What follows belongs to an exercise in optimizing a design on an open flow for small area; a production flow would make more cautious choices.
Only simulation tests tie the RTL to the original design; equivalence was not proved.
No activity file was given, so power comes from the tool's default toggle rates.

== the reference run ==
// i2c_mem_slave
module i2c_mem_slave #(
    parameter logic [6:0] DEV_ADDR = i2c_slave_pkg::DEFAULT_DEV_ADDR,
    parameter int         MIN_HALF = 4
) (
    input  logic             clk,
    input  logic             rst_n,
    input  logic             scl,
    input  logic             sda_in,
    output logic             sda_oe,
    input  logic [i2c_slave_pkg::PTR_W-1:0] host_raddr,
    output logic [7:0]       host_rdata,
    input  logic             host_we,
    input  logic [7:0]       host_wdata,
    output logic             busy,
    output logic             wr_pulse,
    output logic [i2c_slave_pkg::PTR_W-1:0] wr_addr,
    output logic [7:0]       wr_data,
    output logic [2:0]       slave_state
);
    logic sda, scl_rise, scl_fall, start_det, stop_det;
    i2c_bus_sync u_sync (
        .clk       (clk),
        .rst_n     (rst_n),
        .scl_pin   (scl),
        .sda_pin   (sda_in),
        .sda       (sda),
        .scl_rise  (scl_rise),
        .scl_fall  (scl_fall),
        .start_det (start_det),
        .stop_det  (stop_det)
    );
    i2c_slave_pkg::state_t           state_q;
    i2c_slave_pkg::state_t           state_d;
    logic [3:0]       bit_cnt_q, bit_cnt_d;
    logic [7:0]       shift_q, shift_d;
    logic [i2c_slave_pkg::PTR_W-1:0] ptr_q, ptr_d;
    logic             first_q, first_d;
    logic             sda_oe_q, sda_oe_d;
    logic             busy_q, busy_d;
    logic             wr_pulse_q, wr_pulse_d;
    logic [i2c_slave_pkg::PTR_W-1:0] wr_addr_q, wr_addr_d;
    logic [7:0]       wr_data_q, wr_data_d;
    logic [7:0]       mem_q [i2c_slave_pkg::MEM_DEPTH];
    logic             mem_we;
    logic [7:0]       mem_wdata;
    logic [7:0]       rx_byte;
    logic [i2c_slave_pkg::PTR_W-1:0] ptr_inc;
    logic             byte_done;
    logic             addr_hit;
    assign rx_byte   = {shift_q[6:0], sda};
    assign ptr_inc   = ptr_q + 7'd1;
    assign byte_done = (bit_cnt_q == 4'd8);
    assign addr_hit  = (shift_q[7:1] == DEV_ADDR);
    always_ff @(posedge clk or negedge rst_n) begin
        if (!rst_n) begin
            state_q    <= i2c_slave_pkg::IDLE_S;
            bit_cnt_q  <= 4'd0;
            shift_q    <= 8'd0;
            ptr_q      <= '0;
            first_q    <= 1'b0;
  ...
Size in the first run: ~3300 cells after synthesis, ~49 I/O pins, roughly 0.059 mm^2 of cells after synthesis.
==> module i2c_mem_slave, before the edit <==
module i2c_mem_slave #(
    parameter logic [6:0] DEV_ADDR = i2c_slave_pkg::DEFAULT_DEV_ADDR,
    parameter int         MIN_HALF = 4
) (
    input  logic             clk,
    input  logic             rst_n,
    input  logic             scl,
    input  logic             sda_in,
    output logic             sda_oe,
    input  logic [i2c_slave_pkg::PTR_W-1:0] host_raddr,
    output logic [7:0]       host_rdata,
    input  logic             host_we,
    input  logic [7:0]       host_wdata,
    output logic             busy,
    output logic             wr_pulse,
    output logic [i2c_slave_pkg::PTR_W-1:0] wr_addr,
    output logic [7:0]       wr_data,
    output logic [2:0]       slave_state
);
    logic sda, scl_rise, scl_fall, start_det, stop_det;
    i2c_bus_sync u_sync (
        .clk       (clk),
        .rst_n     (rst_n),
        .scl_pin   (scl),
        .sda_pin   (sda_in),
        .sda       (sda),
        .scl_rise  (scl_rise),
        .scl_fall  (scl_fall),
        .start_det (start_det),
        .stop_det  (stop_det)
    );
    i2c_slave_pkg::state_t           state_q;
    i2c_slave_pkg::state_t           state_d;
    logic [3:0]       bit_cnt_q, bit_cnt_d;
    logic [7:0]       shift_q, shift_d;
    logic [i2c_slave_pkg::PTR_W-1:0] ptr_q, ptr_d;
    logic             first_q, first_d;
    logic             sda_oe_q, sda_oe_d;
    logic             busy_q, busy_d;
    logic             wr_pulse_q, wr_pulse_d;
    logic [i2c_slave_pkg::PTR_W-1:0] wr_addr_q, wr_addr_d;
    logic [7:0]       wr_data_q, wr_data_d;
    logic [7:0]       mem_q [i2c_slave_pkg::MEM_DEPTH];
    logic             mem_we;
    logic [7:0]       mem_wdata;
    logic [7:0]       rx_byte;
    logic [i2c_slave_pkg::PTR_W-1:0] ptr_inc;
    logic             byte_done;
    logic             addr_hit;
    assign rx_byte   = {shift_q[6:0], sda};
    assign ptr_inc   = ptr_q + 7'd1;
    assign byte_done = (bit_cnt_q == 4'd8);
    assign addr_hit  = (shift_q[7:1] == DEV_ADDR);
    always_ff @(posedge clk or negedge rst_n) begin
        if (!rst_n) begin
            state_q    <= i2c_slave_pkg::IDLE_S;
            bit_cnt_q  <= 4'd0;
            shift_q    <= 8'd0;
            ptr_q      <= '0;
            first_q    <= 1'b0;
            sda_oe_q   <= 1'b0;
            busy_q     <= 1'b0;
            wr_pulse_q <= 1'b0;
            wr_addr_q  <= '0;
            wr_data_q  <= 8'd0;
        end else begin
            state_q    <= state_d;
            bit_cnt_q  <= bit_cnt_d;
            shift_q    <= shift_d;
            ptr_q      <= ptr_d;
            first_q    <= first_d;
            sda_oe_q   <= sda_oe_d;
            busy_q     <= busy_d;
            wr_pulse_q <= wr_pulse_d;
            wr_addr_q  <= wr_addr_d;
            wr_data_q  <= wr_data_d;
        end
    end
    always_comb begin
        state_d = state_q;
        if (start_det) begin
            state_d = i2c_slave_pkg::RCV_ADDR;
        end else if (stop_det) begin
            state_d = i2c_slave_pkg::STOP_S;
        end else begin
            unique case (state_q)
                i2c_slave_pkg::STOP_S:   state_d = i2c_slave_pkg::IDLE_S;
                i2c_slave_pkg::RCV_ADDR: if (scl_fall && byte_done)
                              state_d = addr_hit ? i2c_slave_pkg::ADDR_ACK : i2c_slave_pkg::IDLE_S;
                i2c_slave_pkg::ADDR_ACK: if (scl_fall)
                              state_d = shift_q[0] ? i2c_slave_pkg::WRITE : i2c_slave_pkg::READ;
                i2c_slave_pkg::WRITE:    if (scl_fall && byte_done) state_d = i2c_slave_pkg::DATA_ACK;
                i2c_slave_pkg::DATA_ACK: if (scl_fall) state_d = i2c_slave_pkg::WRITE;
                i2c_slave_pkg::READ:     if (scl_fall && byte_done) state_d = i2c_slave_pkg::READ_ACK;
                i2c_slave_pkg::READ_ACK: if (scl_rise) state_d = sda ? i2c_slave_pkg::IDLE_S : i2c_slave_pkg::READ;
                default:  state_d = state_q;
            endcase
        end
    end
    always_comb begin
        bit_cnt_d  = bit_cnt_q;
        shift_d    = shift_q;
        ptr_d      = ptr_q;
        first_d    = first_q;
        sda_oe_d   = sda_oe_q;
        busy_d     = busy_q;
        wr_pulse_d = 1'b0;
        wr_addr_d  = wr_addr_q;
        wr_data_d  = wr_data_q;
        mem_we     = 1'b0;
        mem_wdata  = rx_byte;
        if (start_det) begin
            bit_cnt_d = 4'd0;
            sda_oe_d  = 1'b0;
        end else if (stop_det) begin
            busy_d   = 1'b0;
            sda_oe_d = 1'b0;
        end else begin
            unique case (state_q)
                i2c_slave_pkg::RCV_ADDR: begin
                    if (scl_rise) begin
                        shift_d   = rx_byte;
                        bit_cnt_d = bit_cnt_q + 4'd1;
                    end else if (scl_fall && byte_done) begin
                        bit_cnt_d = 4'd0;
                        sda_oe_d  = addr_hit;
                        busy_d    = addr_hit;
                    end
                end
                i2c_slave_pkg::ADDR_ACK: begin
                    if (scl_fall) begin
                        if (shift_q[0]) begin
                            sda_oe_d  = 1'b0;
                            first_d   = 1'b1;
                            bit_cnt_d = 4'd0;
                        end else begin
                            sda_oe_d  = ~mem_q[ptr_q][7];
                            shift_d   = {mem_q[ptr_q][6:0], 1'b0};
                            bit_cnt_d = 4'd1;
                        end
                    end
                end
                i2c_slave_pkg::WRITE: begin
                    if (scl_rise) begin
                        shift_d   = rx_byte;
                        bit_cnt_d = bit_cnt_q + 4'd1;
                        if (bit_cnt_q == 4'd7) begin
                            if (first_q) begin
                                first_d = 1'b0;
                                ptr_d   = rx_byte[6:0];
                            end else begin
                                mem_we     = 1'b1;
                                wr_pulse_d = 1'b1;
                                wr_addr_d  = ptr_q;
                                wr_data_d  = rx_byte;
                                ptr_d      = ptr_inc;
                            end
                        end
                    end else if (scl_fall && byte_done) begin
                        sda_oe_d  = 1'b1;
                        bit_cnt_d = 4'd0;
                    end
                end
                i2c_slave_pkg::DATA_ACK: begin
                    if (scl_fall) sda_oe_d = 1'b0;
                end
                i2c_slave_pkg::READ: begin
                    if (scl_fall) begin
                        if (byte_done) begin
                            sda_oe_d  = 1'b0;
                            bit_cnt_d = 4'd0;
                        end else begin
                            sda_oe_d  = ~shift_q[7];
                            shift_d   = {shift_q[6:0], 1'b0};
                            bit_cnt_d = bit_cnt_q + 4'd1;
                        end
                    end
                end
                i2c_slave_pkg::READ_ACK: begin
                    if (scl_rise) begin
                        sda_oe_d = 1'b0;
                        if (!sda) begin
                            ptr_d     = ptr_inc;
                            shift_d   = mem_q[ptr_inc];
                            bit_cnt_d = 4'd0;
                        end
                    end
                end
                default: ;
            endcase
        end
    end
    always_ff @(posedge clk) begin
        if (mem_we) begin
            mem_q[ptr_q] <= mem_wdata;
        end
        else if (host_we && !busy_q) begin
            mem_q[host_raddr] <= host_wdata;
        end
    end
    assign host_rdata = mem_q[host_raddr];
    assign sda_oe      = sda_oe_q;
    assign busy        = busy_q;
    assign wr_pulse    = wr_pulse_q;
    assign wr_addr     = wr_addr_q;
    assign wr_data     = wr_data_q;
    assign slave_state = state_q;
endmodule
==> flow/config.mk <==
export PLATFORM = sky130hd
export DESIGN_NAME = i2c_mem_slave
export DESIGN_NICKNAME = i2c_mem_slave
export VERILOG_FILES = /design/flow/design.v
export SDC_FILE = /design/flow/constraint.sdc
export NUM_CORES = 4
export LEC_CHECK = 0
export CAP_MARGIN = 20
export CORE_MARGIN = 2
export CORE_UTILIZATION = 40
export SLEW_MARGIN = 20
==> flow/constraint.sdc <==
create_clock -name core_clock -period 10.0 [get_ports {clk}]
set_input_delay 2.0000 -clock core_clock [delete_from_list [all_inputs] [get_ports {clk}]]
set_output_delay 2.0000 -clock core_clock [all_outputs]
set_load 0.01 [all_outputs]
run.sh (not shown) runs the stock make flow with config.mk's settings and CLKGATE_MAP_FILE= SYNTH_SCRIPT=/design/flow/synth_recipe.tcl, a recipe that flattens the netlist after the stock synthesis.
The reference run: no failed stages, no open violations at the end
The following lists how the trial run was set up differently from the reference run:
--- a/flow/design.v
+++ b/flow/design.v
@@ -79,8 +79,10 @@
     output logic [i2c_slave_pkg::PTR_W-1:0] wr_addr,
     output logic [7:0]       wr_data,
     output logic [2:0]       slave_state
 );
+    localparam int DEPTH = i2c_slave_pkg::MEM_DEPTH;
+    localparam int AW    = i2c_slave_pkg::PTR_W;
     logic sda, scl_rise, scl_fall, start_det, stop_det;
     i2c_bus_sync u_sync (
         .clk       (clk),
         .rst_n     (rst_n),
@@ -95,26 +97,27 @@
     i2c_slave_pkg::state_t           state_q;
     i2c_slave_pkg::state_t           state_d;
     logic [3:0]       bit_cnt_q, bit_cnt_d;
     logic [7:0]       shift_q, shift_d;
-    logic [i2c_slave_pkg::PTR_W-1:0] ptr_q, ptr_d;
+    logic [AW-1:0]    ptr_q, ptr_d;
     logic             first_q, first_d;
     logic             sda_oe_q, sda_oe_d;
     logic             busy_q, busy_d;
     logic             wr_pulse_q, wr_pulse_d;
-    logic [i2c_slave_pkg::PTR_W-1:0] wr_addr_q, wr_addr_d;
+    logic [AW-1:0]    wr_addr_q, wr_addr_d;
     logic [7:0]       wr_data_q, wr_data_d;
-    logic [7:0]       mem_q [i2c_slave_pkg::MEM_DEPTH];
     logic             mem_we;
-    logic [7:0]       mem_wdata;
     logic [7:0]       rx_byte;
-    logic [i2c_slave_pkg::PTR_W-1:0] ptr_inc;
+    logic [AW-1:0]    ptr_inc;
     logic             byte_done;
     logic             addr_hit;
+    logic [7:0]       rd_byte;       
+    logic             tx_first;      
     assign rx_byte   = {shift_q[6:0], sda};
     assign ptr_inc   = ptr_q + 7'd1;
     assign byte_done = (bit_cnt_q == 4'd8);
     assign addr_hit  = (shift_q[7:1] == DEV_ADDR);
+    assign tx_first  = (bit_cnt_q == 4'd0);
     always_ff @(posedge clk or negedge rst_n) begin
         if (!rst_n) begin
             state_q    <= i2c_slave_pkg::IDLE_S;
             bit_cnt_q  <= 4'd0;
@@ -170,9 +173,8 @@
         wr_pulse_d = 1'b0;
         wr_addr_d  = wr_addr_q;
         wr_data_d  = wr_data_q;
         mem_we     = 1'b0;
-        mem_wdata  = rx_byte;
         if (start_det) begin
             bit_cnt_d = 4'd0;
             sda_oe_d  = 1'b0;
         end else if (stop_det) begin
@@ -196,10 +198,10 @@
                             sda_oe_d  = 1'b0;
                             first_d   = 1'b1;
                             bit_cnt_d = 4'd0;
                         end else begin
-                            sda_oe_d  = ~mem_q[ptr_q][7];
-                            shift_d   = {mem_q[ptr_q][6:0], 1'b0};
+                            sda_oe_d  = ~rd_byte[7];
+                            shift_d   = {rd_byte[6:0], 1'b0};
                             bit_cnt_d = 4'd1;
                         end
                     end
                 end
@@ -231,8 +233,12 @@
                     if (scl_fall) begin
                         if (byte_done) begin
                             sda_oe_d  = 1'b0;
                             bit_cnt_d = 4'd0;
+                        end else if (tx_first) begin
+                            sda_oe_d  = ~rd_byte[7];
+                            shift_d   = {rd_byte[6:0], 1'b0};
+                            bit_cnt_d = 4'd1;
                         end else begin
                             sda_oe_d  = ~shift_q[7];
                             shift_d   = {shift_q[6:0], 1'b0};
                             bit_cnt_d = bit_cnt_q + 4'd1;
@@ -243,25 +249,26 @@
                     if (scl_rise) begin
                         sda_oe_d = 1'b0;
                         if (!sda) begin
                             ptr_d     = ptr_inc;
-                            shift_d   = mem_q[ptr_inc];
                             bit_cnt_d = 4'd0;
                         end
                     end
                 end
                 default: ;
             endcase
         end
     end
+    logic [7:0]       mem_q [DEPTH];
     always_ff @(posedge clk) begin
         if (mem_we) begin
-            mem_q[ptr_q] <= mem_wdata;
+            mem_q[ptr_q] <= rx_byte;
         end
         else if (host_we && !busy_q) begin
             mem_q[host_raddr] <= host_wdata;
         end
     end
+    assign rd_byte = mem_q[ptr_q];
     assign host_rdata = mem_q[host_raddr];
     assign sda_oe      = sda_oe_q;
     assign busy        = busy_q;
     assign wr_pulse    = wr_pulse_q;
==> run notes <==
Sort the reference run and the trial run by share of the cycle needed by the critical path after routing, ascending, and the reference run comes first.
Higher number of signal-net inverters in the final layout goes to the reference run over the trial run.
There was hardly any difference in simple logic cell fraction of the synthesized area between the trial run and the reference run.
On synthesized netlist cell count, the lower figure sits with the trial run, not the reference run.
Internal reg-to-reg setup slack was lower in the reference run than in the trial run.
Cell area in the trial run is 13% lower than in the reference run
Relative to the reference run, the fraction of standard cell area that is sequential of the trial run is higher by 7.1 points.
Critical path endpoint = host_rdata[5]: the trial run; critical path endpoint = host_rdata[2]: the reference run
Compare the reference run and the trial run | setup slack lower: the trial run
Internal power, the reference run and the trial run: larger value in the reference run
The trial run reports a lower final net count than the reference run does.
Of the reference run and the trial run, the trial run shows the lower all-layer global routing usage, with the reference run above it.
Relative to the reference run, signed area change from the synthesized netlist to the final layout has increased by 0.92 points in the trial run.

re-timing with driven ports:
Ports are ideal in the flow. The routed layouts listed here were re-timed in OpenROAD. Step 1: set_driving_cell puts a clkbuf_16 on clk and a buf_2 on each other input, an assumption about the parent block. Step 2 adds t to the input delays and takes it off the output delays; t is the mean of the earliest and latest rising clock arrival at the registers after step 1. Input paths then give back, and output paths get back, about the clock's delay inside the block. a / b / c = no drivers / after step 1 / after step 2; a / b = the first two.
run	t (ns)	setup WS [ns]	clock arrival spread, ns	worst data-port slew with drivers (ns)
the reference run	0.827	2.114 / 2.033 / 2.033	0.038 / 0.039	0.08
the trial run	0.790	2.053 / 2.002 / 2.002	0.042 / 0.042	0.13
After both steps setup and hold are still met in every run listed. The setup slack of the reference run, which loses most, moves by -0.081 ns with the drivers and by -0.081 ns with both steps.
